Background: an optimization exercise with open tools, aiming at a short achievable clock period. Do not read the settings as production practice. The RTL was checked by simulation tests, not by an equivalence proof against the original design. Power figures rest on the tool's default switching activity, not on a simulated workload.

==> flow/design.v <==
module instr_mem_ctrl #(
  parameter int DATA_WIDTH = 32,
  parameter int ADDR_WIDTH = 32,
  parameter int DEPTH      = 64
) (
  input  logic                   clk,
  input  logic                   reset,
  input  logic                   load_start,
  input  logic                   load_valid,
  output logic                   load_ready,
  input  logic [DATA_WIDTH-1:0]  load_data,
  input  logic                   load_last,
  output logic [$clog2(DEPTH):0] load_count,
  input  logic                   fetch_valid,
  input  logic [ADDR_WIDTH-1:0]  fetch_addr,
  output logic                   fetch_ready,
  output logic                   instr_valid,
  output logic [DATA_WIDTH-1:0]  instr_out,
  output logic                   instr_fault,
  output logic                   busy
);
  localparam int IDXW = $clog2(DEPTH);
  localparam logic [IDXW-1:0] LAST_IDX = IDXW'(DEPTH - 1);
  typedef enum logic [1:0] {CLEAR, RUN, LOAD} state_t;
  state_t                state;
  state_t                state_nxt;
  logic [IDXW-1:0]       ptr;
  logic [IDXW-1:0]       ptr_nxt;
  logic [IDXW:0]         count_nxt;
  logic                  wr_en;
  logic [DATA_WIDTH-1:0] wr_data;
  logic [DATA_WIDTH-1:0] mem [DEPTH];
  logic                  fetch_acc;
  logic                  addr_fault;
  logic [IDXW-1:0]       fetch_idx;
  assign fetch_ready = (state == RUN);
  assign load_ready  = (state == LOAD);
  assign fetch_acc   = fetch_valid && fetch_ready;
  assign fetch_idx   = fetch_addr[IDXW+1:2];
  assign addr_fault  = (fetch_addr[1:0] != 2'b00) || ((fetch_addr >> (IDXW + 2)) != '0);
  always_comb begin
    state_nxt = state;
    ptr_nxt   = ptr;
    count_nxt = load_count;
    wr_en     = 1'b0;
    wr_data   = '0;
    case (state)
      CLEAR: begin
        wr_en   = 1'b1;
        ptr_nxt = ptr + IDXW'(1);
        if (ptr == LAST_IDX) state_nxt = RUN;
      end
      RUN: begin
        if (load_start) begin
          state_nxt = LOAD;
          ptr_nxt   = '0;
          count_nxt = '0;
        end
      end
      LOAD: begin
        if (load_valid) begin
          wr_en     = 1'b1;
          wr_data   = load_data;
          ptr_nxt   = ptr + IDXW'(1);
          count_nxt = load_count + (IDXW+1)'(1);
          if (load_last || (ptr == LAST_IDX)) state_nxt = RUN;
        end
      end
      default: state_nxt = CLEAR;
    endcase
  end
  always_ff @(posedge clk or negedge reset) begin
    if (!reset) begin
      state      <= CLEAR;
      ptr        <= '0;
      load_count <= '0;
      busy       <= 1'b1;
    end else begin
      state      <= state_nxt;
      ptr        <= ptr_nxt;
      load_count <= count_nxt;
      busy       <= (state_nxt != RUN);
    end
  end
  always_ff @(posedge clk) begin
    if (wr_en) begin
      mem[ptr]     <= wr_data;
    end
  end
  always_ff @(posedge clk or negedge reset) begin
    if (!reset) begin
      instr_valid <= 1'b0;
      instr_out   <= '0;
      instr_fault <= 1'b0;
    end else begin
      instr_valid <= fetch_acc;
      if (fetch_acc) begin
        if (addr_fault) begin
          instr_out   <= '0;
          instr_fault <= 1'b1;
        end else begin
          instr_out   <= mem[fetch_idx];
          instr_fault <= 1'b0;
        end
      end
    end
  end
endmodule
==> flow/run.sh <==
#!/bin/bash
# synth_recipe.tcl (not shown) runs the flow's synth.tcl, then flattens the netlist and writes it again
# the make line also repeats each setting of config.mk as NAME=value (left out here)
make -C /OpenROAD-flow-scripts/flow DESIGN_CONFIG=/design/flow/config.mk WORK_HOME=/design/flow/orfs CLKGATE_MAP_FILE= SYNTH_SCRIPT=/design/flow/synth_recipe.tcl finish
==> flow/config.mk <==
export PLATFORM = sky130hd
export DESIGN_NAME = instr_mem_ctrl
export DESIGN_NICKNAME = instr_mem_ctrl
export VERILOG_FILES = /design/flow/design.v
export SDC_FILE = /design/flow/constraint.sdc
export NUM_CORES = 4
export LEC_CHECK = 0
export CAP_MARGIN = 20
export CORE_MARGIN = 2
export CORE_UTILIZATION = 40
export SLEW_MARGIN = 20
==> flow/constraint.sdc <==
create_clock -name core_clock -period 4.0 [get_ports {clk}]
set_input_delay 0.8000 -clock core_clock [delete_from_list [all_inputs] [get_ports {clk}]]
set_output_delay 0.8000 -clock core_clock [all_outputs]
set_load 0.01 [all_outputs]
==> flow_summary.toml, run 1 <==
[status]
outcome = "no timing/DRC/antenna violations"

[floorplan]
dieArea_um2 = 204600
die_w_um = 452.3
rows = 164
start_util = 0.4023
io_pins = 114
coreArea_um2 = 199900
die_h_um = 452.3

[worst_setup_path]
critPathBufInv = 1
crit_path_end_kind = "primary output"
cp.depth = 2
crit_path_end = "load_ready"
crit_family = "buffers and inverters"
crit_type = "reg2out"
r2r_cells = 10
arrival_ns = 2.69
cp-startpoint = "state[0]"
r2r_slack_ns = 0.82
crit_path_top_delay_cell = "clkdlybuf4s50_1"
crit_required_ns = 3.20
crit_chain = "nor2b_4, clkdlybuf4s50_1"
r2r-end = "instr_out[11]"
rr_startpoint = "state[0]"
startpoint_type = "flop"
crit_fanout = 25
cpPeakStageDelay_ns = 0.67

[synth]
synth_top_area_cell = "edfxtp_1"
async_flop_share = 0.02383
synth_edf_count = 2048
synth.area.top_cells = "edfxtp_1, mux4_2, mux2i_1"
netlist-cell-type-count = 54
ys_seq_elements = 2098
synth_top_area_frac = 0.7649
syn_area_um2 = 80400
yosysSeqAreaShare = 0.7805
ys_warn_count = 1
ys.flop_type = "edfxtp_1"
syn_nets = 3829
synthTopCellsByCount = "edfxtp_1, mux4_2, mux2i_1"
synth.most_common_cell = "edfxtp_1"
avgSynthCellArea_um2 = 21.40
syn_inst = 3757

[pwr]
cellPowerDensity_nw_per_um2 = 540.2
p_leak_uw = 0.03008
peakVddDrop_v = 0.0004949
p_total_uw = 50440

[sta]
slew_headroom = 0.3262
finalCriticalPeriod_ns = 3.487
fmax_mhz = 286.8
layout_setup_ws_ns = 0.5131
rsz0062_at_grt = "false"
worstMarginPinSlew_ns = 1.011
period_share = 0.8717
slew_viol_final = 0
setup-violations-final = 0
finalClockSkew_ns = 0.02961
hold_viol = 0
fin_tns_setup_ns = 0

[detailed_routing]
met3_wirelength_um = 16120
wl_um = 213700
dr_total_vias = 40314
top_layer = "met5"
wl_per_cell_um = 30.80
detail-route-antenna-nets = 0
drtIter0Drc = 5001
drtPass1Iterations = 5
wl_met1_um = 88170
drc = 0
viasPerCell = 5.811
dr_wl_met2_um = 103800

[cts]
cts_tree = "done"
ctsResizeCount = 0
cts.clk_slew.worst_paths_ns = 0.06
post_cts_buffers = 0
cts_root_buffer = "clkbuf_16"
clock_sinks = 2098
cts.path.max_buffers = 3
holdBufCountCts = 0
numCtsBuffers = 204
clk_latency_ns = 0.86
cts_htree_levels = 4

[grt]
antenna_found_initial = 1
grt_max_degree = 67
grt_pass1_vias = 40439
grt_overflow = 0
grt_pass1_wl_um = 303100
grt_usage = 0.2079

[cells_and_area]
final_cells = 6938
multiInputGateArea_um2 = 17060
fin_nets = 4177
fill_cells = 16571
drive_above_1_share = 0.2603
register_area_um2 = 62750
area_delta_synth_final_pct = 16.14

[placed_design]
place_congestion = 0.8263
hpwl_um = 128700
pre_cts_slack_ns = 0.2459
dp_cells = 6555
portBuffers = 113

[run]
cap_violations = 0

[hold_path]
worstHoldPathType = "in2async"
-- per-layer routing --
metal,track usage,vias up
met5,0,-
met4,0.05766,2
met3,0.03927,302
met2,0.3358,1721
met1,0.2897,21700
li1,-,16589
-- cells by family (layout without fill, tap and decap cells) --
kind of cell    Yosys count  after routing  synth area share
flops                  2098           2098            0.7805
mux                     657            657            0.1461
compound gates          440            440           0.03962
simple gates            322            322           0.01822
buf+inv                 232            754           0.01460
xor+xnor                  6              6         0.0006536
fa+ha+maj                 2              2         0.0003112
other cells               0              3                 0
-- layout by cell type (no fill, tap or decap), drive strengths merged, types with 7 or more instances in the layout --
cell type	count
clkdlybuf4s50	108
nor2b	9
inv	27
a211oi	15
nand3	35
a21oi	67
clkinv	89
nand4	7
a22oi	140
a221o	15
dfrtp	49
nand2	86
bufinv	18
mux2	55
nor4	7
o22ai	30
mux2i	194
buf	246
o21ai	45
mux4	408
edfxtp	2048
a221oi	91
o211ai	8
and3	33
nor2	122
clkbuf	258
clkinvlp	8
-- sequential cells by signal (all words and copies together) (netlist names) --
signal,flops
ptr,6
mem,2048
instr_fault,1
load_count,7
busy,1
instr_valid,1
state,2
instr_out,32
-- worst reg2reg max path: cells and delay by family (launching register included) --
| kind | cells | cell delay, ns |
|---|---|---|
| buffers and inverters | 3 | 0.46 |
| and+or+nand+nor | 6 | 1.61 |
| DFF | 1 | 0.57 |
| AOI/OAI and AO/OA | 1 | 0.47 |
-- stage by stage --
step / utilization / cell area, µm² / hold WS, ns
2_1_floorplan: - / 80400 / 0.5044
3_3_place_gp: 0.4340 / 86740 / 0.4847
3_5_place_dp: 0.4340 / 86740 / 0.4974
4_1_cts: 0.4672 / 93370 / 0.06760
5_1_grt: 0.4672 / 93370 / 0.09506
6_report: 0.4672 / 93380 / 0.07964
-- worst min-delay path by stage --
stage                               end  cells after the start
after floorplan             instr_fault                      0
after global placement      instr_fault                      2
after detailed placement    instr_fault                      2
after CTS                 load_count[0]                      1
after global routing      load_count[1]                      1
final                     load_count[1]                      1
-- power by group --
| group | internal, µW | switching (µW) | leakage, µW |
|---|---|---|---|
| combinational | 1570 | 3570 | 0.00741 |
| clock | 10700 | 8330 | 0.00321 |
| sequential | 25900 | 317 | 0.0195 |
-- area by class of cell --
type / instances / area share
Timing Repair Buffer: 354 / 0.03781
Inverter: 20 / 0.0008308
Sequential cell: 2098 / 0.6720
Clock inverter: 122 / 0.01348
Clock buffer: 258 / 0.05751
Multi-Input combinational cell: 1427 / 0.1827
Antenna cell: 3 / 0.00008040
Tap cell: 2656 / 0.03559
==> run 2, diff against run 1 <==
==> flow/design.v (replaced) <==
module instr_mem_ctrl #(
  parameter int DATA_WIDTH = 32,
  parameter int ADDR_WIDTH = 32,
  parameter int DEPTH      = 64
) (
  input  logic                   clk,
  input  logic                   reset,
  input  logic                   load_start,
  input  logic                   load_valid,
  output logic                   load_ready,
  input  logic [DATA_WIDTH-1:0]  load_data,
  input  logic                   load_last,
  output logic [$clog2(DEPTH):0] load_count,
  input  logic                   fetch_valid,
  input  logic [ADDR_WIDTH-1:0]  fetch_addr,
  output logic                   fetch_ready,
  output logic                   instr_valid,
  output logic [DATA_WIDTH-1:0]  instr_out,
  output logic                   instr_fault,
  output logic                   busy
);
  localparam int IDXW = $clog2(DEPTH);
  logic                  st_clear;
  logic [DEPTH-1:0]      ptr_oh;         
  logic                  ptr_last;
  logic                  do_wr;
  logic                  load_done;
  logic                  run_nxt;
  logic [DATA_WIDTH-1:0] wr_data;
  logic [DATA_WIDTH-1:0] mem [DEPTH];
  assign ptr_last  = ptr_oh[DEPTH-1];
  assign do_wr     = st_clear || (load_ready && load_valid);
  assign load_done = load_ready && load_valid && (load_last || ptr_last);
  assign run_nxt   = (st_clear && ptr_last) || (fetch_ready && !load_start) || load_done;
  assign wr_data   = load_ready ? load_data : '0;
  always_ff @(posedge clk or negedge reset) begin
    if (!reset) begin
      st_clear    <= 1'b1;
      fetch_ready <= 1'b0;
      load_ready  <= 1'b0;
      busy        <= 1'b1;
      ptr_oh      <= DEPTH'(1);
      load_count  <= '0;
      instr_valid <= 1'b0;
    end else begin
      st_clear    <= st_clear && !ptr_last;
      fetch_ready <= run_nxt;
      load_ready  <= (fetch_ready && load_start) || (load_ready && !load_done);
      busy        <= !run_nxt;
      if (fetch_ready && load_start)
        ptr_oh <= DEPTH'(1);
      else if (do_wr)
        ptr_oh <= {ptr_oh[DEPTH-2:0], ptr_oh[DEPTH-1]};
      if (fetch_ready && load_start)
        load_count <= '0;
      else if (load_ready && load_valid)
        load_count <= load_count + 1'b1;
      instr_valid <= fetch_valid && fetch_ready;
    end
  end
  always_ff @(posedge clk) begin
    for (int w = 0; w < DEPTH; w++)
      if (do_wr && ptr_oh[w]) mem[w] <= wr_data;
  end
  logic [IDXW-1:0] fetch_idx;
  logic            addr_fault;
  assign fetch_idx  = fetch_addr[IDXW+1:2];
  assign addr_fault = (fetch_addr[1:0] != 2'b00) || (fetch_addr[ADDR_WIDTH-1:IDXW+2] != '0);
  always_ff @(posedge clk) begin
    instr_out   <= addr_fault ? '0 : mem[fetch_idx];
    instr_fault <= addr_fault;
  end
endmodule
==> run 2 against run 1 <==
  * Clock power is 4% higher
  * Still clean on timing, DRC and antenna
  * Critical path type is now in2reg
  * Final area grew 1.1%
  * Routed wire length increased by 62%
  * Global-route usage increased by 13 points
  * Via count rose by 32%
  * Critical path depth up 6
  * Clock skew is 0.014 ns higher
  * Final cell count up 12%
  * Register-to-register slack better by 0.78 ns
  * Clock-buffer cell count up 26
  * Largest power group unchanged
  * Synthesized cell count increased by 19%
  * Highest routed layer unchanged
==> flow_summary.toml, run 2 <==
[cts]
clock_sinks = 2157
cts_root_buffer = "clkbuf_16"
cts_htree_levels = 4
cts.path.max_buffers = 3
holdBufCountCts = 0
cts_tree = "done"
numCtsBuffers = 207
post_cts_buffers = 0
ctsResizeCount = 0
clk_latency_ns = 0.89
cts.clk_slew.worst_paths_ns = 0.07

[grt]
antenna_found_initial = 28
grt_overflow = 0
grt_max_degree = 77
grt_pass1_vias = 48515
grt_usage = 0.3425
grt_pass1_wl_um = 451600

[cells_and_area]
top_register = "mem"
final_cell_mix = "edfxtp_1, a22oi_1, buf_4"
mostFrequentLayoutCell = "edfxtp_1"
fin_nets = 5034
final_util = 0.4836
largestRegisters = "mem (2048), ptr_oh (64), instr_out (32)"
fill_cells = 16094
drive_above_1_share = 0.1877
area_delta_synth_final_pct = 19.87
largest_register_ffs = 2048

[floorplan]
start_util = 0.4034
die_h_um = 447.7
io_pins = 114
rows = 162
dieArea_um2 = 200400
coreArea_um2 = 195200
die_w_um = 447.7

[worst_setup_path]
crit_fanout = 20
crit_chain = "buf_2, and4bb_4, and2_2, buf_4, a222oi_1, o21ai_0, nor4_1, a31oi_1"
startpoint_type = "primary input"
cpPeakStageDelay_ns = 0.86
crit_family = "simple AND/OR/NAND/NOR gates"
crit_required_ns = 4.71
critPathBufInv = 2
crit_path_end_kind = "flop"
arrival_ns = 4.17
crit_type = "in2reg"
crit_path_top_delay_cell = "nor4_1"

[hold_path]
worstHoldPathType = "in2async"

[synth]
synthTopCellsByCount = "edfxtp_1, a22oi_1, nand2_1"
synth_xor_area_frac = 0.0005561
synth_top_area_cell = "edfxtp_1"
synth_edf_count = 2048
ys_seq_elements = 2157
ys.flop_type = "edfxtp_1"
synth.most_common_cell = "edfxtp_1"
async_flop_share = 0.03523
synth-compound-area-share = 0.1048
synth_top_area_frac = 0.7810
synthMuxAreaShare = 0.006324
syn_inst = 4461
syn_area_um2 = 78750
syn_nets = 4532
synth_fa_ha_area_frac = 0.0001589
avgSynthCellArea_um2 = 17.65
synthSimpleGateAreaFrac = 0.05644
synth.area.top_cells = "edfxtp_1, a22oi_1, dfrtp_1"
ys_warn_count = 2
yosysSeqAreaShare = 0.8135
synth_top_family_by_area = "compound AO/OA/AOI/OAI gates"
netlist-cell-type-count = 77

[status]
outcome = "no timing/DRC/antenna violations"

[detailed_routing]
dr_total_vias = 53277
wl_um = 346600
drtIter0Drc = 12599
drtPass1Iterations = 6
drc = 0
viasPerCell = 6.837
wl_per_cell_um = 44.49
detail-route-antenna-nets = 0

[placed_design]
hpwl_um = 206600
pre_cts_slack_ns = -0.01975
portBuffers = 113
place_congestion = 0.9559

[sta]
whs_ns = 0.07829
slew_viol_final = 0
finalClockSkew_ns = 0.04374
finalCriticalPeriod_ns = 3.460
worstMarginPinSlew_ns = 1.069
rsz0062_at_grt = "false"
fmax_mhz = 289.0
layout_setup_ws_ns = 0.5402
slew_headroom = 0.2855
period_share = 0.8650
setup-violations-final = 0
hold_viol = 0
fin_tns_setup_ns = 0

[run]
cap_violations = 0

[pwr]
peakVddDrop_v = 0.0004575
cellPowerDensity_nw_per_um2 = 480.9
p_total_uw = 45400
p_leak_uw = 0.02696
-- run 2: per-layer routing --
metal,part of all wire,wire (µm),global-route usage
met5,0.00061,212,0
met4,0.086,29780,0.2287
met3,0.17,57850,0.1088
met2,0.42,145400,0.4926
met1,0.33,113400,0.4441
-- run 2: worst paths after layout --
path                          startpoint       endpoint  slack, ns  cells after the start
max in group asynchronous          reset     load_ready       3.22                      1
setup / recovery           fetch_addr[4]  instr_out[29]       0.54                      8
hold reg to reg               ptr_oh[63]       st_clear       0.43                      1
hold / removal                     reset      ptr_oh[6]       0.08                      1
min in group core_clock       ptr_oh[63]       st_clear       0.43                      1
setup reg to reg                st_clear    mem[13][11]       1.60                      5
-- run 2: power by group --
group	leakage, µW	internal (µW)	switching [µW]
clock network	0.00334	11200	8680
registers	0.0154	24300	0.0000168
logic	0.00821	419	796
-- run 2: worst reg2reg max path, cell delays in order (launching register included) --
cell     delay [ns]
dfstp_2        0.56
or2_2          0.14
buf_12         0.26
nand2_1        0.18
inv_2          0.57
buf_4          0.38
-- run 2: area by class of cell --
class | count | area [µm²] | area share
clock inverter | 108 | 1017 | 0.01078
antenna | 22 | 55.05 | 0.0005832
inverter | 66 | 247.7 | 0.002624
timing repair buffer | 552 | 6141 | 0.06505
clock buffer | 284 | 5828 | 0.06174
sequential | 2157 | 64070 | 0.6787
tap | 2624 | 3283 | 0.03478
multi-input combinational | 1979 | 13760 | 0.1457
-- run 2: cells by family after synthesis --
logic type,count (synthesis)
AO/OA/AOI/OAI,1121
XOR/XNOR,5
adder cells (fa/ha/maj),1
buffers and inverters,325
flip-flops,2157
multiplexers,48
AND/OR/NAND/NOR,804
-- run 2: metrics by stage --
stage	cell area, µm²	instances
2_1_floorplan	78750	4461
3_3_place_gp	87450	7376
3_5_place_dp	87470	7377
4_1_cts	94310	7769
5_1_grt	94350	7772
6_report	94400	7792
==> run 3, diff against run 2 <==
--- a/flow/design.v
+++ b/flow/design.v
@@ -20,18 +20,20 @@
   output logic                   busy
 );
-  localparam int IDXW = $clog2(DEPTH);
+  localparam int IDXW  = $clog2(DEPTH);
+  localparam int RD_S  = 1;              
+  localparam int RD_N  = 1 << RD_S;
+  localparam int GRP   = DEPTH / RD_N;
   logic                  st_clear;
   logic [DEPTH-1:0]      ptr_oh;         
   logic                  ptr_last;
+  logic [DEPTH-1:0]      wr_sel;         
+  logic [DATA_WIDTH-1:0] wr_data;        
+  logic [DATA_WIDTH-1:0] mem      [DEPTH];
+  logic [DATA_WIDTH-1:0] mem_nxt  [DEPTH];
   logic                  do_wr;
   logic                  load_done;
-  logic                  run_nxt;
-  logic [DATA_WIDTH-1:0] wr_data;
-  logic [DATA_WIDTH-1:0] mem [DEPTH];
   assign ptr_last  = ptr_oh[DEPTH-1];
   assign do_wr     = st_clear || (load_ready && load_valid);
   assign load_done = load_ready && load_valid && (load_last || ptr_last);
-  assign run_nxt   = (st_clear && ptr_last) || (fetch_ready && !load_start) || load_done;
-  assign wr_data   = load_ready ? load_data : '0;
   always_ff @(posedge clk or negedge reset) begin
     if (!reset) begin
@@ -42,10 +44,11 @@
       ptr_oh      <= DEPTH'(1);
       load_count  <= '0;
+      wr_sel      <= '0;
       instr_valid <= 1'b0;
     end else begin
       st_clear    <= st_clear && !ptr_last;
-      fetch_ready <= run_nxt;
+      fetch_ready <= (st_clear && ptr_last) || (fetch_ready && !load_start) || load_done;
       load_ready  <= (fetch_ready && load_start) || (load_ready && !load_done);
-      busy        <= !run_nxt;
+      busy        <= !((st_clear && ptr_last) || (fetch_ready && !load_start) || load_done);
       if (fetch_ready && load_start)
         ptr_oh <= DEPTH'(1);
@@ -56,18 +59,37 @@
       else if (load_ready && load_valid)
         load_count <= load_count + 1'b1;
+      wr_sel      <= do_wr ? ptr_oh : '0;
       instr_valid <= fetch_valid && fetch_ready;
     end
   end
   always_ff @(posedge clk) begin
+    if (!fetch_ready)
+      wr_data <= st_clear ? '0 : load_data;
+  end
+  always_comb begin
     for (int w = 0; w < DEPTH; w++)
-      if (do_wr && ptr_oh[w]) mem[w] <= wr_data;
+      mem_nxt[w] = wr_sel[w] ? wr_data : mem[w];
   end
-  logic [IDXW-1:0] fetch_idx;
-  logic            addr_fault;
+  always_ff @(posedge clk) begin
+    for (int w = 0; w < DEPTH; w++)
+      mem[w] <= mem_nxt[w];
+  end
+  logic [IDXW-1:0]       fetch_idx;
+  logic                  addr_fault;
+  logic [DATA_WIDTH-1:0] cand   [RD_N];
+  logic [RD_N-1:0]       rd_sel;
   assign fetch_idx  = fetch_addr[IDXW+1:2];
   assign addr_fault = (fetch_addr[1:0] != 2'b00) || (fetch_addr[ADDR_WIDTH-1:IDXW+2] != '0);
   always_ff @(posedge clk) begin
-    instr_out   <= addr_fault ? '0 : mem[fetch_idx];
+    for (int j = 0; j < RD_N; j++) begin
+      cand[j]   <= mem_nxt[{fetch_idx[IDXW-1:RD_S], RD_S'(j)}];
+      rd_sel[j] <= !addr_fault && (fetch_idx[RD_S-1:0] == RD_S'(j));
+    end
     instr_fault <= addr_fault;
   end
+  always_comb begin
+    instr_out = '0;
+    for (int j = 0; j < RD_N; j++)
+      instr_out = instr_out | (cand[j] & {DATA_WIDTH{rd_sel[j]}});
+  end
 endmodule
==> run 3 against run 2 <==
  * Non-clock buffer count shrank 120
  * Critical path depth shrank 5
  * First-iteration DRC count down 51%
  * Routed wire length down 12%
  * Global-route usage is 8.5 points lower
  * Largest cell class unchanged
  * Clock power rose by about 10%
  * Power is 9.4% higher
  * Still clean
  * Flip-flop and latch count up 130
  * Synthesized cell count grew 89%
  * Clock-buffer cell count is 65 higher
==> flow_summary.toml, run 3 <==
[worst_setup_path]
rr_startpoint = "wr_sel[31]"
cpPeakStageDelay_ns = 0.98
r2r_cells = 6
crit_path_top_delay_cell = "dfxtp_2"
critPathBufInv = 2
startpoint_type = "flop"
r2r_slack_ns = 0.79
crit_type = "reg2out"
crit_required_ns = 3.20
crit_fanout = 18
crit_path_end_kind = "primary output"
r2r-end = "cand[1][18]"
crit_chain = "buf_12, a22o_1, clkdlybuf4s50_1"
crit_family = "flip-flops"
arrival_ns = 3.12

[cells_and_area]
drive_above_1_share = 0.3319
mostFrequentLayoutCell = "dfxtp_1"
fill_cells = 20913
fin_nets = 8202
final_cell_mix = "dfxtp_1, mux2_2, nand3_1"
top_register = "mem"
largest_register_ffs = 2048
area_delta_synth_final_pct = 14.06
design_area_um2 = 103900

[synth]
synth_top_family_by_area = "multiplexers"
ys_warn_count = 4
synth.most_common_cell = "dfxtp_1"
synthMuxAreaShare = 0.2533
ys_seq_elements = 2287
yosysSeqAreaShare = 0.5140
synth-compound-area-share = 0.01052
avgSynthCellArea_um2 = 10.80
synth_top_area_frac = 0.4649
syn_area_um2 = 91070
netlist-cell-type-count = 39
synthSimpleGateAreaFrac = 0.1757
syn_nets = 8506
syn_inst = 8435
synth.area.top_cells = "dfxtp_1, mux2_2, nand3_1"
async_flop_share = 0.06122
synth_fa_ha_area_frac = 0.0001374
synth_top_area_cell = "dfxtp_1"
synthTopCellsByCount = "dfxtp_1, mux2_2, nand3_1"
synth_xor_area_frac = 0.0004808
synth_edf_count = 32
ys.flop_type = "dfxtp_1"

[detailed_routing]
dr_total_vias = 67283
wl_per_cell_um = 27.02
viasPerCell = 5.935
drc = 0
drtIter0Drc = 6183
wl_um = 306300
detail-route-antenna-nets = 0
drtPass1Iterations = 6

[sta]
worstMarginPinSlew_ns = 1.216
period_share = 0.9788
rsz0062_at_grt = "false"
hold_viol = 0
fmax_mhz = 255.4
setup-violations-final = 0
whs_ns = 0.04365
fin_tns_setup_ns = 0
slew_headroom = 0.1893
finalClockSkew_ns = 0.04812
finalCriticalPeriod_ns = 3.915
slew_viol_final = 0

[cts]
holdBufCountCts = 0
post_cts_buffers = 0
numCtsBuffers = 227
cts_htree_levels = 4
cts.path.max_buffers = 3
cts_tree = "done"
clock_sinks = 2287
cts_root_buffer = "clkbuf_16"
clk_latency_ns = 0.88
cts.clk_slew.worst_paths_ns = 0.06
ctsResizeCount = 0

[placed_design]
hpwl_um = 176700
placed_area_um2 = 96070
portBuffers = 113
place_congestion = 0.8224

[floorplan]
die_h_um = 481.2
io_pins = 114
start_util = 0.4015
rows = 175
dieArea_um2 = 231500
coreArea_um2 = 226800
die_w_um = 481.2

[grt]
grt_pass1_wl_um = 449200
grt_overflow = 0
grt_usage = 0.2574
grt_max_degree = 94
grt_pass1_vias = 66683
antenna_found_initial = 10

[pwr]
peakVddDrop_v = 0.0003681
p_leak_uw = 0.04203
cellPowerDensity_nw_per_um2 = 478.0

[status]
outcome = "no timing/DRC/antenna violations"

[hold_path]
worstHoldPathType = "in2async"

[run]
cap_violations = 0
run 3: worst max path at each step:
stage	from	to	slack [ns]	depth (start not counted)
detailed placement	fetch_addr[7]	cand[1][18]	0.30	8
global route	rd_sel[0]	instr_out[30]	0.04	3
CTS	rd_sel[0]	instr_out[30]	0.05	3
floorplan	fetch_addr[3]	cand[1][29]	1.87	7
global placement	fetch_addr[7]	cand[1][18]	0.37	8
finish	rd_sel[0]	instr_out[30]	0.08	3
run 3: cells by family (layout without fill, tap and decap cells):
logic type / Yosys count / in the layout
and+or+nand+nor: 2895 / 2895
DFF: 2287 / 2287
muxes: 2049 / 2049
buffers and inverters: 1032 / 920
AOI/OAI and AO/OA: 166 / 166
xor gates and xnor gates: 5 / 5
adders and majority gates: 1 / 1
other: 0 / 4
run 3: power breakdown:
part	switching [µW]	internal [µW]	total, µW
Sequential	503	23900	24400
Combinational	2090	1240	3340
Clock	9370	12600	21900
run 3: per-layer routing:
| layer | wire length [µm] | GRT usage | vias up |
|---|---|---|---|
| li1 | - | - | 29708 |
| met1 | 132100 | 0.3455 | 34310 |
| met2 | 139800 | 0.4138 | 2666 |
| met3 | 23140 | 0.04611 | 595 |
| met4 | 11200 | 0.09192 | 4 |
| met5 | 23 | 0 | - |
run 3: metrics by stage:
step                total power [µW]    util  std cells  worst slack [ns]
CTS                            49810  0.4574      11325           0.05006
global placement               27980  0.4230      10898            0.3686
detailed placement             28140  0.4235      10904            0.2979
floorplan                      26740       -       8435             1.867
finish                         49660  0.4579      11336           0.08466
global route                   51110  0.4579      11334           0.04465
run 3: layout make-up:
type                    count  area, µm²  area share
diodes                      4      10.01  0.00009636
inverters                  67      251.5    0.002421
multi-input cells        5116      40190      0.3869
repair buffers            432       5022     0.04835
well taps                3009       3765     0.03624
clock inverters            72      802.0    0.007721
clock buffers             349       6894     0.06637
flip-flops and latches   2287      46940      0.4519
==> run 4, diff against run 3 <==
==> flow/design.v (replaced) <==
module instr_mem_ctrl #(
  parameter int DATA_WIDTH = 32,
  parameter int ADDR_WIDTH = 32,
  parameter int DEPTH      = 64
) (
  input  logic                   clk,
  input  logic                   reset,
  input  logic                   load_start,
  input  logic                   load_valid,
  output logic                   load_ready,
  input  logic [DATA_WIDTH-1:0]  load_data,
  input  logic                   load_last,
  output logic [$clog2(DEPTH):0] load_count,
  input  logic                   fetch_valid,
  input  logic [ADDR_WIDTH-1:0]  fetch_addr,
  output logic                   fetch_ready,
  output logic                   instr_valid,
  output logic [DATA_WIDTH-1:0]  instr_out,
  output logic                   instr_fault,
  output logic                   busy
);
  localparam int IDXW = $clog2(DEPTH);
  localparam int CNTW = IDXW + 1;
  logic                  st_clear, st_run, st_load;
  logic                  clear_nxt, run_nxt, load_nxt;
  logic                  busy_n;
  logic [DEPTH-1:0]      ptr_oh;         
  logic                  ptr_last;
  logic                  go_load;
  logic                  do_load;
  logic                  do_wr;
  logic                  load_done;
  logic [CNTW-1:0]       cnt;            
  logic [DATA_WIDTH-1:0] wr_data;
  logic [DATA_WIDTH-1:0] mem [DEPTH];
  assign ptr_last  = ptr_oh[DEPTH-1];
  assign go_load   = st_run && load_start;
  assign do_load   = st_load && load_valid;
  assign do_wr     = st_clear || do_load;
  assign load_done = do_load && (load_last || ptr_last);
  assign clear_nxt = st_clear && !ptr_last;
  assign run_nxt   = (st_clear && ptr_last) || (st_run && !load_start) || load_done;
  assign load_nxt  = go_load || (st_load && !load_done);
  assign wr_data   = st_load ? load_data : '0;
  assign busy      = !busy_n;
  always_ff @(posedge clk or negedge reset) begin
    if (!reset) begin
      st_clear    <= 1'b1;
      st_run      <= 1'b0;
      st_load     <= 1'b0;
      fetch_ready <= 1'b0;
      load_ready  <= 1'b0;
      busy_n      <= 1'b0;
      ptr_oh      <= DEPTH'(1);
      cnt         <= '0;
      load_count  <= '0;
      instr_valid <= 1'b0;
    end else begin
      st_clear    <= clear_nxt;
      st_run      <= run_nxt;
      st_load     <= load_nxt;
      fetch_ready <= !(clear_nxt || load_nxt);
      load_ready  <= !(clear_nxt || run_nxt);
      busy_n      <= st_clear ? ptr_last : !load_nxt;
      if (go_load)
        ptr_oh <= DEPTH'(1);
      else if (do_wr)
        ptr_oh <= {ptr_oh[DEPTH-2:0], ptr_oh[DEPTH-1]};
      cnt         <= go_load ? '0 : cnt + CNTW'(do_load);
      if (go_load)
        load_count <= '0;
      else if (do_load)
        load_count <= cnt + 1'b1;
      instr_valid <= fetch_valid && st_run;
    end
  end
  always_ff @(posedge clk) begin
    for (int w = 0; w < DEPTH; w++)
      if (do_wr && ptr_oh[w]) mem[w] <= wr_data;
  end
  logic [IDXW-1:0] fetch_idx;
  logic            addr_fault;
  assign fetch_idx  = fetch_addr[IDXW+1:2];
  assign addr_fault = (fetch_addr[1:0] != 2'b00) || (fetch_addr[ADDR_WIDTH-1:IDXW+2] != '0);
  always_ff @(posedge clk) begin
    instr_out   <= addr_fault ? '0 : mem[fetch_idx];
    instr_fault <= addr_fault;
  end
endmodule
--- a/flow/config.mk
+++ b/flow/config.mk
@@ -8,4 +8,6 @@
 export CAP_MARGIN = 20
 export CORE_MARGIN = 2
-export CORE_UTILIZATION = 40
+export CORE_UTILIZATION = 35
+export PLACE_DENSITY = 0.45
+export SETUP_SLACK_MARGIN = 2.2
 export SLEW_MARGIN = 20
==> run 4 against run 3 <==
  * Still clean on timing, DRC and antenna
  * Register-to-register slack improved by 0.77 ns
  * Sequential power is about 10% higher
  * Clock-buffer cell count is 52 lower
  * Global-route usage rose by 9.0 points
  * Clock power shrank 3%
  * Sequential share of layout area up 10 points
  * Critical path depth is 8 higher
  * Power is 18% higher
  * Combinational power rose to 3.1 times the previous value
  * Critical path type is now in2reg
  * Highest routed layer unchanged
==> flow_summary.toml, run 4 <==
[synth]
synth_top_area_cell = "edfxtp_1"
netlist-cell-type-count = 56
ys_warn_count = 2
avgSynthCellArea_um2 = 17.71
synthTopCellsByCount = "edfxtp_1, a22oi_1, clkbuf_1"
ys_seq_elements = 2166
synth.area.top_cells = "edfxtp_1, a22oi_1, dfrtp_1"
async_flop_share = 0.03924
synth_edf_count = 2048
syn_nets = 4496
synth_top_area_frac = 0.7851
syn_inst = 4423
yosysSeqAreaShare = 0.8207
synth.most_common_cell = "edfxtp_1"
syn_area_um2 = 78340
ys.flop_type = "edfxtp_1"

[sta]
finalClockSkew_ns = 0.06887
rsz0062_at_grt = "true"
finalCriticalPeriod_ns = 2.568
period_share = 0.6421
worstMarginPinSlew_ns = 1.243
hold_viol = 0
whs_ns = 0.06753
fmax_mhz = 389.3
setup-violations-final = 0
slew_viol_final = 0
slew_headroom = 0.1715

[grt]
grt_usage = 0.3475
grt_overflow = 0
antenna_found_initial = 44
grt_pass1_wl_um = 516800
grt_max_degree = 69
grt_pass1_vias = 50973

[floorplan]
die_h_um = 477.1
rows = 173
dieArea_um2 = 227600
io_pins = 114
coreArea_um2 = 222300
start_util = 0.3524
die_w_um = 477.1

[cells_and_area]
final_util = 0.5239
fill_cells = 17630
final_cell_mix = "edfxtp_1, a22oi_1, buf_12"
fin_nets = 5999
largest_register_ffs = 2048
mostFrequentLayoutCell = "edfxtp_1"
top_register = "mem"
register_area_um2 = 64380
multiInputGateArea_um2 = 16040
area_delta_synth_final_pct = 48.69
largestRegisters = "mem (2048), ptr_oh (64), instr_out (32)"
drive_above_1_share = 0.3879

[detailed_routing]
viasPerCell = 6.498
detail-route-antenna-nets = 0
dr_total_vias = 59289
drtPass1Iterations = 10
wl_per_cell_um = 47.91
drtIter0Drc = 11718
wl_um = 437100
drc = 0

[run]
cap_violations = 0

[worst_setup_path]
arrival_ns = 3.35
crit_path_end_kind = "flop"
startpoint_type = "primary input"
crit_required_ns = 4.78
crit_type = "in2reg"
crit_fanout = 4

[placed_design]
place_congestion = 0.8352
hpwl_um = 189200
portBuffers = 113

[cts]
holdBufCountCts = 0
cts_root_buffer = "clkbuf_16"
cts.clk_slew.worst_paths_ns = 0.06
cts_htree_levels = 4
clk_latency_ns = 0.93
clock_sinks = 2166
cts.path.max_buffers = 3
cts_tree = "done"
numCtsBuffers = 225

[pwr]
peakVddDrop_v = 0.0005079
p_leak_uw = 0.04075
cellPowerDensity_nw_per_um2 = 503.7

[hold_path]
worstHoldPathType = "in2async"

[status]
outcome = "no timing/DRC/antenna violations"
==> run 4: final cells by class <==
cell class                      count  area share
Clock buffer                      297     0.05204
Sequential cell                  2166      0.5527
Antenna cell                       24   0.0005156
Tap cell                         2975     0.03196
Multi-Input combinational cell   1965      0.1377
Inverter                           68    0.004361
Timing Repair Buffer             1500      0.2092
Clock inverter                    129     0.01147
==> run 4: cells by family after synthesis <==
logic type                 count (synthesis)  share of synthesized area
adders and majority gates                  3                  0.0004792
DFF                                     2166                     0.8207
muxes                                     15                   0.001917
AOI/OAI and AO/OA                       1132                     0.1058
and+or+nand+nor                          743                    0.05212
xor gates and xnor gates                   6                  0.0006708
buffers and inverters                    358                    0.01832
==> run 4: worst paths after layout <==
path                          startpoint             to  slack (ns)  cells past startpoint
setup / recovery           fetch_addr[2]  instr_out[11]        1.43                     11
max in group asynchronous          reset    fetch_ready        3.09                      2
min in group core_clock           st_run    instr_valid        0.48                      1
setup reg to reg                st_clear    mem[47][26]        1.56                     15
hold / removal                     reset      ptr_oh[8]        0.07                      1
hold reg to reg                   st_run    instr_valid        0.48                      1
==> run 4: power by group <==
part	internal (µW)	switching [µW]	total, µW
registers	26800	154	26900
logic	4420	6000	10400
clock network	11900	9420	21300
total	43100	15600	58700
==> run 4: critical path, cell delays in order <==
cell and delay [ns]:
buf_12 0.13, buf_16 0.14, and4b_2 0.24, buf_12 0.14
and2_4 0.15, a222oi_1 1.00, buf_4 0.31, nand3_4 0.08
nor4_4 0.15, buf_4 0.14, a31oi_1 0.06
==> run 4: repair_timing <==
item,CTS,global route
endpoints found under the setup margin,4175,3714
cloned,224,165
pin swaps,178,188
resized for setup,1221,499
setup buffers,459,200
==> run 4: metal layers <==
layer	vias up	track usage	wire, µm
met5	-	0	306
met4	22	0.2279	40740
met3	1481	0.1143	62210
met2	5344	0.5072	182400
met1	30946	0.4417	151400
li1	21496	-	-
==> run 4: stage by stage <==
| stage | instance area [µm²] | setup TNS, ns | std cells | total power (µW) | setup WS [ns] |
|---|---|---|---|---|---|
| floorplan | 79550 | 0 | 4423 | 29280 | 1.423 |
| global placement | 87840 | -6.199 | 7624 | 31480 | -1.016 |
| detailed placement | 87880 | -3.664 | 7626 | 31570 | -0.5822 |
| CTS | 109600 | 0 | 8735 | 54600 | 1.478 |
| global route | 116400 | 0 | 9104 | 59620 | 1.467 |
| finish | 116500 | 0 | 9124 | 58670 | 1.432 |
==> run 5, diff against run 4 <==
--- a/flow/config.mk
+++ b/flow/config.mk
@@ -9,4 +9,6 @@
 export CORE_MARGIN = 2
 export CORE_UTILIZATION = 35
+export CTS_CLUSTER_DIAMETER = 80
+export CTS_CLUSTER_SIZE = 30
 export PLACE_DENSITY = 0.45
 export SETUP_SLACK_MARGIN = 2.2
==> run 5 against run 4 <==
  * Die area stayed put
  * Non-clock buffer count is 108 lower
  * First-iteration DRC count is 8.0% lower
  * Setup slack worse by 0.13 ns
  * Clock power is 31% lower
  * Final area is 5.2% lower
  * Register-to-register slack worse by 0.03 ns
  * Critical path depth stayed put
  * Synthesized cell count stayed put
  * Via count is 5.8% lower
  * Power is 17% lower
  * Critical path type unchanged
  * Critical endpoint unchanged
  * Highest routed layer unchanged
==> flow_summary.toml, run 5 <==
[status]
outcome = "no timing/DRC/antenna violations"

[sta]
whs_ns = 0.1078
hold_viol = 0
setup-violations-final = 0
worstMarginPinSlew_ns = 1.330
fin_tns_setup_ns = 0
period_share = 0.6756
rsz0062_at_grt = "true"
slew_headroom = 0.1134
finalClockSkew_ns = 0.05658
fmax_mhz = 370.0
finalCriticalPeriod_ns = 2.702
slew_viol_final = 0

[floorplan]
io_pins = 114
dieArea_um2 = 227600
die_w_um = 477.1
rows = 173
start_util = 0.3524
die_h_um = 477.1
coreArea_um2 = 222300

[synth]
ys_seq_elements = 2166
synth_top_area_cell = "edfxtp_1"
netlist-cell-type-count = 56
ys_warn_count = 2
async_flop_share = 0.03924
synth_top_area_frac = 0.7851
synthTopCellsByCount = "edfxtp_1, a22oi_1, clkbuf_1"
synth.area.top_cells = "edfxtp_1, a22oi_1, dfrtp_1"
syn_inst = 4423
ys.flop_type = "edfxtp_1"
syn_area_um2 = 78340
synth.most_common_cell = "edfxtp_1"
synth_edf_count = 2048
avgSynthCellArea_um2 = 17.71
syn_nets = 4496
yosysSeqAreaShare = 0.8207

[cells_and_area]
largest_register_ffs = 2048
final_cell_mix = "edfxtp_1, a22oi_1, buf_4"
area_delta_synth_final_pct = 40.93
fill_cells = 18218
fin_nets = 5750
largestRegisters = "mem (2048), ptr_oh (64), instr_out (32)"
top_register = "mem"
mostFrequentLayoutCell = "edfxtp_1"
drive_above_1_share = 0.3715

[cts]
clk_latency_ns = 0.86
numCtsBuffers = 115
holdBufCountCts = 0
clock_sinks = 2166
cts_htree_levels = 3
cts.path.max_buffers = 3
cts_root_buffer = "clkbuf_16"
cts.clk_slew.worst_paths_ns = 0.10
cts_tree = "done"

[grt]
antenna_found_initial = 37
grt_usage = 0.3407
grt_max_degree = 69
grt_overflow = 0
grt_pass1_wl_um = 506800
grt_pass1_vias = 49788

[worst_setup_path]
crit_required_ns = 4.72
crit_path_top_delay_cell = "a222oi_1"
r2r_cells = 12
crit_chain = "buf_12, buf_16, and4b_2, buf_12, and2_4, a222oi_1, buf_4, nand3_4, nor4_4, buf_4, a31oi_1"
arrival_ns = 3.42
crit_path_end_kind = "flop"
crit_type = "in2reg"
startpoint_type = "primary input"
cpPeakStageDelay_ns = 1.06
crit_fanout = 4

[placed_design]
place_congestion = 0.8352
hpwl_um = 189200
portBuffers = 113

[detailed_routing]
top_layer = "met5"
dr_wl_met2_um = 175600
drtIter0Drc = 10781
wl_um = 410900
met3_wirelength_um = 55110
viasPerCell = 6.369
dr_total_vias = 55862
wl_per_cell_um = 46.85
drc = 0
wl_met1_um = 146300
drtPass1Iterations = 9
detail-route-antenna-nets = 0

[hold_path]
worstHoldPathType = "in2async"

[run]
cap_violations = 0

[pwr]
peakVddDrop_v = 0.0004252
cellPowerDensity_nw_per_um2 = 440.6
p_leak_uw = 0.03783
[run 5: cell families after synthesis]
kind of cell | count (synthesis) | share of synthesized area
AND/OR/NAND/NOR | 743 | 0.05212
buffers and inverters | 358 | 0.01832
AO/OA/AOI/OAI | 1132 | 0.1058
multiplexers | 15 | 0.001917
adder cells (fa/ha/maj) | 3 | 0.0004792
flip-flops | 2166 | 0.8207
XOR/XNOR | 6 | 0.0006708
[run 5: worst max-delay path: cells and delay by family]
family	cells	cell delay (ns)
buf+inv	5	0.85
simple gates	4	0.62
compound gates	2	1.12
[run 5: per-layer routing]
metal,vias up,global-route usage
li1,20820,-
met1,29529,0.4419
met2,4430,0.5060
met3,1063,0.09830
met4,20,0.2054
met5,-,0
[run 5: timing repair]
| action | 4_1_cts | 5_1_grt |
|---|---|---|
| resized for setup | 1220 | 362 |
| pin swaps | 191 | 205 |
| cloned | 219 | 33 |
| endpoints found under the hold margin | 0 | 0 |
| setup endpoints to repair | 4177 | 2864 |
| buffers inserted | 495 | 162 |
[run 5: final timing paths]
path	slack (ns)	to	startpoint
max reg2reg	1.53	mem[60][29]	st_clear
min reg2reg	0.53	instr_valid	st_run
max	1.30	instr_out[11]	fetch_addr[2]
min	0.11	cnt[6]	reset
min in group core_clock	0.53	instr_valid	st_run
max in group asynchronous	3.06	instr_valid	reset
[run 5: area by class of cell]
type | count | area, µm² | share of cell area
Clock inverter | 97 | 1207 | 0.01094
Antenna cell | 16 | 40.04 | 0.0003627
Multi-Input combinational cell | 1934 | 15830 | 0.1434
Clock buffer | 123 | 2982 | 0.02701
Timing Repair Buffer | 1392 | 21730 | 0.1968
Sequential cell | 2166 | 64380 | 0.5831
Inverter | 68 | 508.0 | 0.004601
Tap cell | 2975 | 3722 | 0.03372
[run 5: report_power, final]
group / total, µW / internal, µW / switching [µW] / leakage (µW)
Clock: 14800 / 6140 / 8670 / 0.00202
Combinational: 6950 / 2410 / 4540 / 0.0157
Sequential: 26900 / 26700 / 155 / 0.0201
[run 5: per-stage QoR]
step                total power (µW)  worst slack [ns]  area [µm²]  std cells  utilization
global placement               31480            -1.016       87840       7624       0.3952
floorplan                      29280             1.423       79550       4423            -
detailed placement             31570           -0.5822       87880       7626       0.3953
finish                         48650             1.298      110400       8771       0.4966
CTS                            47790             1.433      106500       8560       0.4793
global route                   49540             1.399      110400       8757       0.4965
==> run 6, diff against run 5 <==
==> flow/flow/run.sh (new file) <==
#!/bin/bash
set -euo pipefail
DU=$(make -s -C "$FLOW_HOME" DESIGN_CONFIG="$PWD/config.mk" WORK_HOME="$PWD/orfs" print-DONT_USE_CELLS \
     | sed -n 's/^DONT_USE_CELLS: //p')
[[ -n "$DU" ]] || { echo "could not read DONT_USE_CELLS" >&2; exit 1; }
bash standard.sh "DONT_USE_CELLS=$DU sky130_fd_sc_hd__a222oi_1" finish > flow_make.log 2>&1
==> flow/standard.sh (new file) <==
#!/bin/bash
# synth_recipe.tcl (not shown) runs the flow's synth.tcl, then flattens the netlist and writes it again
# the make line also repeats each setting of config.mk as NAME=value (left out here)
make -C /OpenROAD-flow-scripts/flow DESIGN_CONFIG=/design/flow/config.mk WORK_HOME=/design/flow/orfs CLKGATE_MAP_FILE= SYNTH_SCRIPT=/design/flow/synth_recipe.tcl "${@:-finish}"
--- a/flow/config.mk
+++ b/flow/config.mk
@@ -9,6 +9,4 @@
 export CORE_MARGIN = 2
 export CORE_UTILIZATION = 35
-export CTS_CLUSTER_DIAMETER = 80
-export CTS_CLUSTER_SIZE = 30
 export PLACE_DENSITY = 0.45
 export SETUP_SLACK_MARGIN = 2.2
removed: flow/run.sh
==> run 6 against run 5 <==
  * Flip-flop and latch count unchanged
  * Maximum frequency increased by 14%
  * Critical path type unchanged
  * Non-clock buffer count decreased by 21
  * Critical endpoint is now instr_out[16]
  * Largest cell class unchanged
  * Routed wire length decreased by 1.4%
  * Core utilization increased by 1.1 points
  * Global-route usage increased by 0.14 points
  * First-iteration DRC count decreased by 9.1%
  * Final cell count increased by 2.3%
==> flow_summary.toml, run 6 <==
[sta]
finalCriticalPeriod_ns = 2.378
finalClockSkew_ns = 0.03785
worstMarginPinSlew_ns = 1.067
layout_setup_ws_ns = 1.622
fmax_mhz = 420.6
rsz0062_at_grt = "true"
period_share = 0.5944
hold_viol = 0
slew_headroom = 0.2889
slew_viol_final = 0
fin_tns_setup_ns = 0
setup-violations-final = 0

[grt]
grt_usage = 0.3421
grt_max_degree = 65
grt.met1_usage = 0.4372
grt_overflow = 0
globalRouteMet2Util = 0.4954
grt.busiest_layer = "met2"
antenna_found_initial = 40
grt_pass1_wl_um = 511500
grt_pass1_vias = 51392
use_met3 = 0.1228

[cts]
clk_latency_ns = 0.89
cts.path.max_buffers = 3
holdBufCountCts = 0
clock_sinks = 2166
cts_root_buffer = "clkbuf_16"
cts.clk_slew.worst_paths_ns = 0.06
numCtsBuffers = 224
cts_htree_levels = 4
cts_tree = "done"

[synth]
synthMuxAreaShare = 0.001915
avgSynthCellArea_um2 = 17.59
syn_inst = 4457
ys_warn_count = 2
synth_edf_count = 2048
synthTopCellsByCount = "edfxtp_1, a22oi_1, nand2_1"
ys_seq_elements = 2166
synth_xor_area_frac = 0.0006701
syn_nets = 4530
syn_area_um2 = 78420
synth_top_area_cell = "edfxtp_1"
synth_fa_ha_area_frac = 0.0004787
synthSimpleGateAreaFrac = 0.05382
yosysSeqAreaShare = 0.8198
synth.area.top_cells = "edfxtp_1, a22oi_1, dfrtp_1"
ys.flop_type = "edfxtp_1"
async_flop_share = 0.03924
netlist-cell-type-count = 53
synth.most_common_cell = "edfxtp_1"
synth_top_area_frac = 0.7842
synth-compound-area-share = 0.1046
synth_top_family_by_area = "compound AO/OA/AOI/OAI gates"

[cells_and_area]
final_util = 0.5079
area_delta_synth_final_pct = 44.12
fin_nets = 5865
final_cell_mix = "edfxtp_1, a22oi_1, buf_12"
largest_register_ffs = 2048
top_register = "mem"
final_cells = 8975
fill_cells = 17994
largestRegisters = "mem (2048), ptr_oh (64), instr_out (32)"
drive_above_1_share = 0.3639
mostFrequentLayoutCell = "edfxtp_1"

[worst_setup_path]
crit_fanout = 8
crit_chain = "buf_6, buf_12, buf_12, nor4bb_4, buf_4, and2_4, buf_6, buf_12, buf_8, a22oi_2, nand2_1, nor4_1, buf_4, a31oi_1, buf_4"
crit_family = "buffers and inverters"
startpoint_type = "primary input"
crit_path_end_kind = "flop"
arrival_ns = 3.21
crit_path_top_delay_cell = "nor4bb_4"
critPathBufInv = 9
crit_type = "in2reg"
cpPeakStageDelay_ns = 0.57
crit_required_ns = 4.83

[floorplan]
die_w_um = 477.3
dieArea_um2 = 227900
die_h_um = 477.3
io_pins = 114
coreArea_um2 = 222500
start_util = 0.3524
rows = 173

[placed_design]
place_congestion = 0.8546
portBuffers = 113
hpwl_um = 196200
dp_cells = 7726
pre_cts_slack_ns = -0.4318

[detailed_routing]
drtIter0Drc = 9795
wl_per_cell_um = 45.14
detail-route-antenna-nets = 0
wl_um = 405200
viasPerCell = 6.256
dr_total_vias = 56144
drtPass1Iterations = 8
drc = 0

[pwr]
cellPowerDensity_nw_per_um2 = 483.1
peakVddDrop_v = 0.0004605
p_leak_uw = 0.03905

[hold_path]
worstHoldPathType = "in2async"

[run]
cap_violations = 0

[status]
outcome = "no timing/DRC/antenna violations"
## run 6: changes by cell type after synthesis, moves of 3 or more
cell / before / now
a222oi_1: 28 / 0
and3_1: 79 / 82
buf_1: 11 / 8
clkbuf_1: 226 / 217
buf_2: 46 / 65
nand3_1: 61 / 34
a22oi_1: 858 / 888
nand4_1: 168 / 201
and2_0: 9 / 19
nand2_1: 197 / 221
and2_1: 88 / 78
a22o_1: 30 / 26
## run 6: worst paths after layout
kind | start | endpoint | slack, ns | cells past startpoint
hold reg to reg | load_count[0] | load_count[0] | 0.53 | 2
min in group core_clock | fetch_valid | instr_valid | 0.52 | 2
hold / removal | reset | load_count[0] | 0.03 | 1
setup / recovery | fetch_addr[4] | instr_out[16] | 1.62 | 15
setup reg to reg | st_clear | mem[11][30] | 1.69 | 11
max in group asynchronous | reset | ptr_oh[15] | 3.14 | 2
## run 6: cell families after synthesis
group	after synthesis
buffers and inverters	363
muxes	15
AOI/OAI and AO/OA	1131
adders and majority gates	3
and+or+nand+nor	773
xor gates and xnor gates	6
DFF	2166
## run 6: layout make-up
type                            count  area [µm²]  share of cell area
Multi-Input combinational cell   1961       15700              0.1389
Timing Repair Buffer             1371       21670              0.1917
Sequential cell                  2166       64360              0.5695
Tap cell                         2975        3722             0.03293
Clock inverter                    113       978.4            0.008657
Inverter                           68       511.7            0.004528
Clock buffer                      303        6033             0.05338
Antenna cell                       18       45.04           0.0003985
## run 6: layer usage
| metal | vias up | wire, µm |
|---|---|---|
| li1 | 21120 | - |
| met1 | 29426 | 144600 |
| met2 | 4484 | 171900 |
| met3 | 1098 | 56870 |
| met4 | 16 | 31660 |
| met5 | - | 105 |
## run 6: what timing repair did
item | in CTS | in global routing
cloned | 206 | 23
hold endpoints to repair | 0 | 0
resized for setup | 1244 | 226
setup endpoints to repair | 4113 | 2643
pin swaps | 220 | 108
setup buffers | 484 | 102
## run 6: report_power, final
part | internal [µW] | switching [µW]
clock network | 11400 | 9050
registers | 26800 | 166
logic | 2490 | 4690
total | 40700 | 13900
## run 6: metrics by stage
step                      cell area (µm²)  power [µW]  hold slack (ns)
after floorplan                     79480       29270           0.4677
after global placement              88860       31610           0.5077
after detailed placement            88860       31680           0.5011
after CTS                          110500       54050          0.01479
after global routing               113000       55600          0.06181
final                              113000       54600          0.02548
## run 6: worst reg2reg max path: stages, from the launching register on
cell        delay [ns]
dfstp_2           0.55
clkinvlp_4        0.14
buf_6             0.15
buf_12            0.13
nand2_8           0.07
buf_12            0.11
buf_12            0.12
buf_12            0.11
nand2_4           0.05
clkinvlp_4        0.08
buf_12            0.20
buf_16            0.22
==> run 7, diff against run 6 <==
--- a/flow/config.mk
+++ b/flow/config.mk
@@ -12,2 +12,3 @@
 export SETUP_SLACK_MARGIN = 2.2
 export SLEW_MARGIN = 20
+export TNS_END_PERCENT = 10
==> run 7 against run 6 <==
  * Clock-buffer cell count is 16 lower
  * Routed wire length fell by 10%
  * Sequential power barely moved
  * Clock power increased by 7%
  * Flip-flop and latch count did not move
  * Area after synthesis did not move
  * Sequential share of layout area is 4.5 points higher
  * Setup slack better by 0.10 ns
  * Critical path type unchanged
  * Highest routed layer unchanged
==> flow_summary.toml, run 7 <==
[status]
outcome = "no timing/DRC/antenna violations"

[sta]
hold_viol = 0
period_share = 0.5694
fmax_mhz = 439.1
slew_viol_final = 0
slew_headroom = 0.3697
setup-violations-final = 0
finalCriticalPeriod_ns = 2.278
worstMarginPinSlew_ns = 0.9454
layout_setup_ws_ns = 1.722
rsz0062_at_grt = "true"
finalClockSkew_ns = 0.04843
whs_ns = 0.4292

[detailed_routing]
wl_met1_um = 138600
top_layer = "met5"
wl_per_cell_um = 42.60
dr_total_vias = 52755
dr_wl_met2_um = 159500
drc = 0
viasPerCell = 6.186
met3_wirelength_um = 43760
wl_um = 363300
detail-route-antenna-nets = 0
drtIter0Drc = 9320
drtPass1Iterations = 7

[hold_path]
worstHoldPathType = "in2async"

[placed_design]
portBuffers = 113
place_congestion = 0.8606
placed_area_um2 = 87900
hpwl_um = 191600
pre_cts_slack_ns = -0.4100

[synth]
synth_edf_count = 2048
ys_warn_count = 2
synth.most_common_cell = "edfxtp_1"
synthTopCellsByCount = "edfxtp_1, a22oi_1, nand2_1"
syn_inst = 4457
syn_area_um2 = 78420
ys_seq_elements = 2166
ys.flop_type = "edfxtp_1"
synth.area.top_cells = "edfxtp_1, a22oi_1, dfrtp_1"
syn_nets = 4530
async_flop_share = 0.03924
yosysSeqAreaShare = 0.8198
netlist-cell-type-count = 53
avgSynthCellArea_um2 = 17.59
synth_top_area_cell = "edfxtp_1"
synth_top_area_frac = 0.7842

[cts]
cts_htree_levels = 4
clk_latency_ns = 0.89
cts_tree = "done"
cts_root_buffer = "clkbuf_16"
clock_sinks = 2166
cts.clk_slew.worst_paths_ns = 0.06
cts.path.max_buffers = 3
numCtsBuffers = 225

[floorplan]
dieArea_um2 = 227900
io_pins = 114
die_h_um = 477.3
rows = 173
coreArea_um2 = 222500
die_w_um = 477.3
start_util = 0.3524

[cells_and_area]
design_area_um2 = 104800
top_register = "mem"
drive_above_1_share = 0.3177
final_cell_mix = "edfxtp_1, a22oi_1, buf_4"
mostFrequentLayoutCell = "edfxtp_1"
largestRegisters = "mem (2048), ptr_oh (64), instr_out (32)"
area_delta_synth_final_pct = 33.61
fin_nets = 5403
largest_register_ffs = 2048

[worst_setup_path]
crit_chain = "buf_12, buf_12, and4b_2, and2_4, buf_12, a22oi_1, nand4_1, nor4_4, buf_4, a21oi_2"
crit_fanout = 6
arrival_ns = 3.03
crit_required_ns = 4.75
cpPeakStageDelay_ns = 0.40
worst_path_most_repeated_cell = "buf_12"
critPathBufInv = 4
crit_path_end_kind = "flop"
crit_type = "in2reg"
startpoint_type = "primary input"
crit_family = "simple AND/OR/NAND/NOR gates"
crit_path_top_delay_cell = "nand4_1"

[pwr]
p_leak_uw = 0.03548
peakVddDrop_v = 0.0004542
cellPowerDensity_nw_per_um2 = 519.4

[run]
cap_violations = 0

[grt]
antenna_found_initial = 30
grt_usage = 0.2939
grt_pass1_wl_um = 450400
grt_pass1_vias = 48228
grt_overflow = 0
grt_max_degree = 80
run 7: worst paths after layout:
kind / from / endpoint / slack [ns] / cells after the start
setup / recovery: fetch_addr[2] / instr_out[1] / 1.72 / 10
hold / removal: reset / st_run / 0.43 / 2
setup reg to reg: st_clear / mem[1][21] / 1.90 / 10
hold reg to reg: ptr_oh[30] / ptr_oh[30] / 0.52 / 2
max in group asynchronous: reset / ptr_oh[4] / 2.70 / 3
min in group core_clock: load_valid / load_count[0] / 0.47 / 4
run 7: per-stage QoR:
| step | setup TNS (ns) | cells | utilization | power, µW |
|---|---|---|---|---|
| after floorplan | 0 | 4457 | - | 29130 |
| after global placement | -2.150 | 7684 | 0.3949 | 31440 |
| after detailed placement | -2.404 | 7685 | 0.3950 | 31500 |
| after CTS | 0 | 8361 | 0.4542 | 54020 |
| after global routing | 0 | 8518 | 0.4708 | 55550 |
| final | 0 | 8528 | 0.4709 | 54420 |
run 7: final cells by class:
type / count / area (µm²)
diodes: 20 / 50.05
clock buffers: 287 / 6098
clock inverters: 143 / 1567
fillers: 19044 / 117700
inverters: 68 / 685.7
multi-input cells: 1959 / 15740
flip-flops and latches: 2166 / 64370
well taps: 2975 / 3722
repair buffers: 908 / 12530
repair inverters: 2 / 17.52
run 7: cells by family after synthesis:
family,share of synthesized area
buffers and inverters,0.01875
xor gates and xnor gates,0.0006701
muxes,0.001915
and+or+nand+nor,0.05382
AOI/OAI and AO/OA,0.1046
DFF,0.8198
adders and majority gates,0.0004787
run 7: power by group:
part           leakage [µW]  total [µW]  switching [µW]  internal (µW)
clock network       0.00376       21900            9260          12600
logic                0.0116        5620            4090           1530
registers            0.0201       26900             154          26800
run 7: repair_timing:
item / 4_1_cts / 5_1_grt
hold buffers: 1 / 0
setup buffers: 182 / 96
hold endpoints to repair: 30 / 0
cloned: 63 / 51
pin swaps: 207 / 127
resized for setup: 905 / 366
endpoints found under the setup margin: 4121 / 3675
run 7: per-layer routing:
layer | GRT usage | up-vias
met3 | 0.05748 | 859
met4 | 0.1119 | 14
li1 | - | 20135
met2 | 0.4483 | 3877
met1 | 0.4153 | 27870
met5 | 0 | -
==> run 8, diff against run 7 <==
--- a/flow/config.mk
+++ b/flow/config.mk
@@ -10,5 +10,4 @@
 export CORE_UTILIZATION = 35
 export PLACE_DENSITY = 0.45
-export SETUP_SLACK_MARGIN = 2.2
+export SETUP_SLACK_MARGIN = 1.9
 export SLEW_MARGIN = 20
-export TNS_END_PERCENT = 10
==> run 8 against run 7 <==
  * Still clean
  * Clock-buffer cell count up 15
  * Core utilization increased by 1.6 points
  * Sequential share of layout area is 2.1 points lower
  * Via count is 3.2% higher
  * First-iteration DRC count grew 1.4%
  * Setup slack worse by 0.12 ns
  * Area after synthesis did not move
  * Routed wire length increased by 6.9%
  * Largest power group unchanged
  * Highest routed layer unchanged
==> flow_summary.toml, run 8 <==
[sta]
slew_headroom = 0.4098
setup-violations-final = 0
worstMarginPinSlew_ns = 0.8812
finalClockSkew_ns = 0.09133
fin_tns_setup_ns = 0
period_share = 0.5989
layout_setup_ws_ns = 1.604
finalCriticalPeriod_ns = 2.396
rsz0062_at_grt = "true"
whs_ns = 0.5014
hold_viol = 0
fmax_mhz = 417.4
slew_viol_final = 0

[detailed_routing]
wl_per_cell_um = 44.59
viasPerCell = 6.248
drtIter0Drc = 9455
drtPass1Iterations = 6
wl_um = 388500
detail-route-antenna-nets = 0
dr_total_vias = 54446
drc = 0

[synth]
netlist-cell-type-count = 53
synthTopCellsByCount = "edfxtp_1, a22oi_1, nand2_1"
syn_nets = 4530
synth_top_area_cell = "edfxtp_1"
synth_top_area_frac = 0.7842
ys.flop_type = "edfxtp_1"
synth_fa_ha_area_frac = 0.0004787
synth-compound-area-share = 0.1046
synth_top_family_by_area = "compound AO/OA/AOI/OAI gates"
synthSimpleGateAreaFrac = 0.05382
synth_xor_area_frac = 0.0006701
async_flop_share = 0.03924
synth.area.top_cells = "edfxtp_1, a22oi_1, dfrtp_1"
yosysSeqAreaShare = 0.8198
ys_seq_elements = 2166
syn_inst = 4457
synth.most_common_cell = "edfxtp_1"
synthMuxAreaShare = 0.001915
synth_edf_count = 2048
ys_warn_count = 2
avgSynthCellArea_um2 = 17.59
syn_area_um2 = 78420

[grt]
grt_overflow = 0
grt_max_degree = 80
grt_usage = 0.3025
grt_pass1_wl_um = 460500
antenna_found_initial = 25
grt_pass1_vias = 48654

[pwr]
p_leak_uw = 0.03676
p_total_uw = 53400
cellPowerDensity_nw_per_um2 = 492.4
peakVddDrop_v = 0.0004252

[placed_design]
hpwl_um = 192100
pre_cts_slack_ns = -0.5648
place_congestion = 0.8284
portBuffers = 113

[worst_setup_path]
startpoint_type = "primary input"
crit_type = "in2reg"
cp-startpoint = "fetch_addr[5]"
r2r_cells = 10
rr_startpoint = "st_clear"
crit_path_end = "instr_out[16]"
arrival_ns = 3.17
crit_fanout = 17
crit_required_ns = 4.78
crit_path_end_kind = "flop"
r2r-end = "mem[36][26]"
r2r_slack_ns = 1.70

[cts]
cts.clk_slew.worst_paths_ns = 0.06
cts_tree = "done"
numCtsBuffers = 225
clk_latency_ns = 0.93
cts_htree_levels = 4
cts_root_buffer = "clkbuf_16"
cts.path.max_buffers = 3
clock_sinks = 2166

[cells_and_area]
area_delta_synth_final_pct = 38.29
largestRegisters = "mem (2048), ptr_oh (64), instr_out (32)"
fin_nets = 5601
mostFrequentLayoutCell = "edfxtp_1"
final_cell_mix = "edfxtp_1, a22oi_1, buf_4"
largest_register_ffs = 2048
top_register = "mem"
fill_cells = 18613
drive_above_1_share = 0.3443

[hold_path]
worstHoldPathType = "in2reg"

[floorplan]
rows = 173
die_w_um = 477.3
dieArea_um2 = 227900
io_pins = 114
die_h_um = 477.3
coreArea_um2 = 222500
start_util = 0.3524

[status]
outcome = "no timing/DRC/antenna violations"

[run]
cap_violations = 0
run 8: cell count changes in the layout (fill, tap and decap cells not counted), moves of 16 or more:
| cell | previous run | this run |
|---|---|---|
| buf_16 | 53 | 124 |
| inv_2 | 23 | 0 |
| a22oi_2 | 145 | 178 |
| clkinvlp_4 | 18 | 64 |
| and2_2 | 40 | 19 |
| buf_12 | 235 | 276 |
| clkbuf_1 | 43 | 59 |
| buf_6 | 126 | 192 |
| clkbuf_16 | 270 | 294 |
| nand2_1 | 175 | 152 |
| nand2_2 | 8 | 25 |
| a22oi_1 | 743 | 710 |
run 8: critical path: stages:
cell     delay [ns]
buf_8          0.11
buf_6          0.13
buf_12         0.13
and4b_4        0.26
and2_4         0.24
buf_8          0.18
a22oi_2        0.22
nand4_1        0.22
nor4_4         0.63
a31oi_4        0.15
run 8: logic make-up (layout without fill, tap and decap cells):
group,Yosys count,after routing
compound gates,1131,1131
fa+ha+maj,3,3
flops,2166,2166
buf+inv,363,1619
simple gates,773,784
xor+xnor,6,6
mux,15,15
other cells,0,15
run 8: worst min-delay path by stage:
stage                      startpoint             to  slack [ns]  depth (start not counted)
after floorplan            ptr_oh[63]       st_clear        0.46                          1
after global placement     mem[0][25]  instr_out[25]        0.51                          1
after detailed placement       st_run    instr_valid        0.50                          1
after CTS                 fetch_valid    instr_valid        0.45                          2
after global routing      fetch_valid    instr_valid        0.51                          2
final                     fetch_valid    instr_valid        0.50                          2
run 8: power by group:
group | switching [µW] | leakage, µW | internal [µW]
Clock | 9180 | 0.00356 | 11800
Sequential | 154 | 0.0201 | 26800
Combinational | 3930 | 0.0131 | 1570
run 8: per-stage QoR:
| stage | area, µm² | instances | utilization |
|---|---|---|---|
| after floorplan | 78960 | 4457 | - |
| final | 108400 | 8714 | 0.4874 |
| after CTS | 102300 | 8424 | 0.4596 |
| after global routing | 108400 | 8703 | 0.4872 |
| after global placement | 87670 | 7684 | 0.3940 |
| after detailed placement | 87670 | 7684 | 0.3940 |
run 8: per-layer routing:
layer | vias up | track usage | share of wire
li1 | 20519 | - | -
met5 | - | 0 | 0.00057
met4 | 10 | 0.1338 | 0.071
met1 | 28736 | 0.4193 | 0.37
met3 | 1005 | 0.07236 | 0.14
met2 | 4176 | 0.4523 | 0.42
run 8: cell type report:
class / instances / area [µm²] / area share
Tap cell: 2975 / 3722 / 0.03432
Clock inverter: 121 / 1146 / 0.01057
Sequential cell: 2166 / 64370 / 0.5935
Clock buffer: 302 / 6133 / 0.05656
Multi-Input combinational cell: 1939 / 15680 / 0.1446
Antenna cell: 15 / 37.54 / 0.0003461
Inverter: 68 / 534.3 / 0.004926
Timing Repair Buffer: 1128 / 16830 / 0.1552
run 8: timing repair:
action                      CTS  global route
hold buffers                  1             0
hold endpoints to repair     37             0
resized for setup           944           445
setup buffers               237           186
cloned                       79            89
setup endpoints to repair  3225          2322
pin swaps                   176           198

re-timing with driven ports:
How much do the figures lean on ideal ports? The routed layouts below were timed once more, with nothing changed but the port constraints.
Step 1: set_driving_cell puts a clkbuf_16 on clk and a buf_2 on each other input, an assumption about the parent block.
Step 2, shift: input delay + t, output delay - t, t = (earliest + latest rising clock arrival at the registers) / 2. This alone moves slack from input paths to output paths.
Three values: no drivers, after step 1, after step 2; two values: the first two.
run	t, ns	setup WS [ns]	hold slack, ns	worst setup path at the end	worst data-port slew with drivers (ns)
run 1	0.921	0.513 / 0.437 / 0.260	0.080 / 0.027 / 0.504	input to register	0.07
run 2	0.948	0.540 / 0.542 / -0.406	0.078 / 0.018 / 0.425	input to register	0.09
run 3	0.952	0.085 / -0.009 / 0.174	0.044 / -0.010 / 0.453	input to register	0.14
run 4	0.995	1.432 / 1.488 / 0.493	0.068 / -0.011 / 0.481	input to register	0.07
run 5	0.932	1.298 / 1.349 / 0.417	0.108 / 0.034 / 0.530	input to register	0.08
run 6	0.963	1.622 / 1.627 / 0.664	0.025 / -0.042 / 0.530	input to register	0.11
run 7	0.965	1.722 / 1.660 / 0.804	0.429 / 0.351 / 0.523	input to register	0.08
run 8	0.976	1.604 / 1.638 / 0.674	0.501 / 0.430 / 0.517	input to register	0.08
With both steps, setup timing fails in run 2, where it was met with ideal ports. For run 6, which loses most, drivers alone change the setup slack by +0.005 ns; drivers and shift together by -0.958 ns.
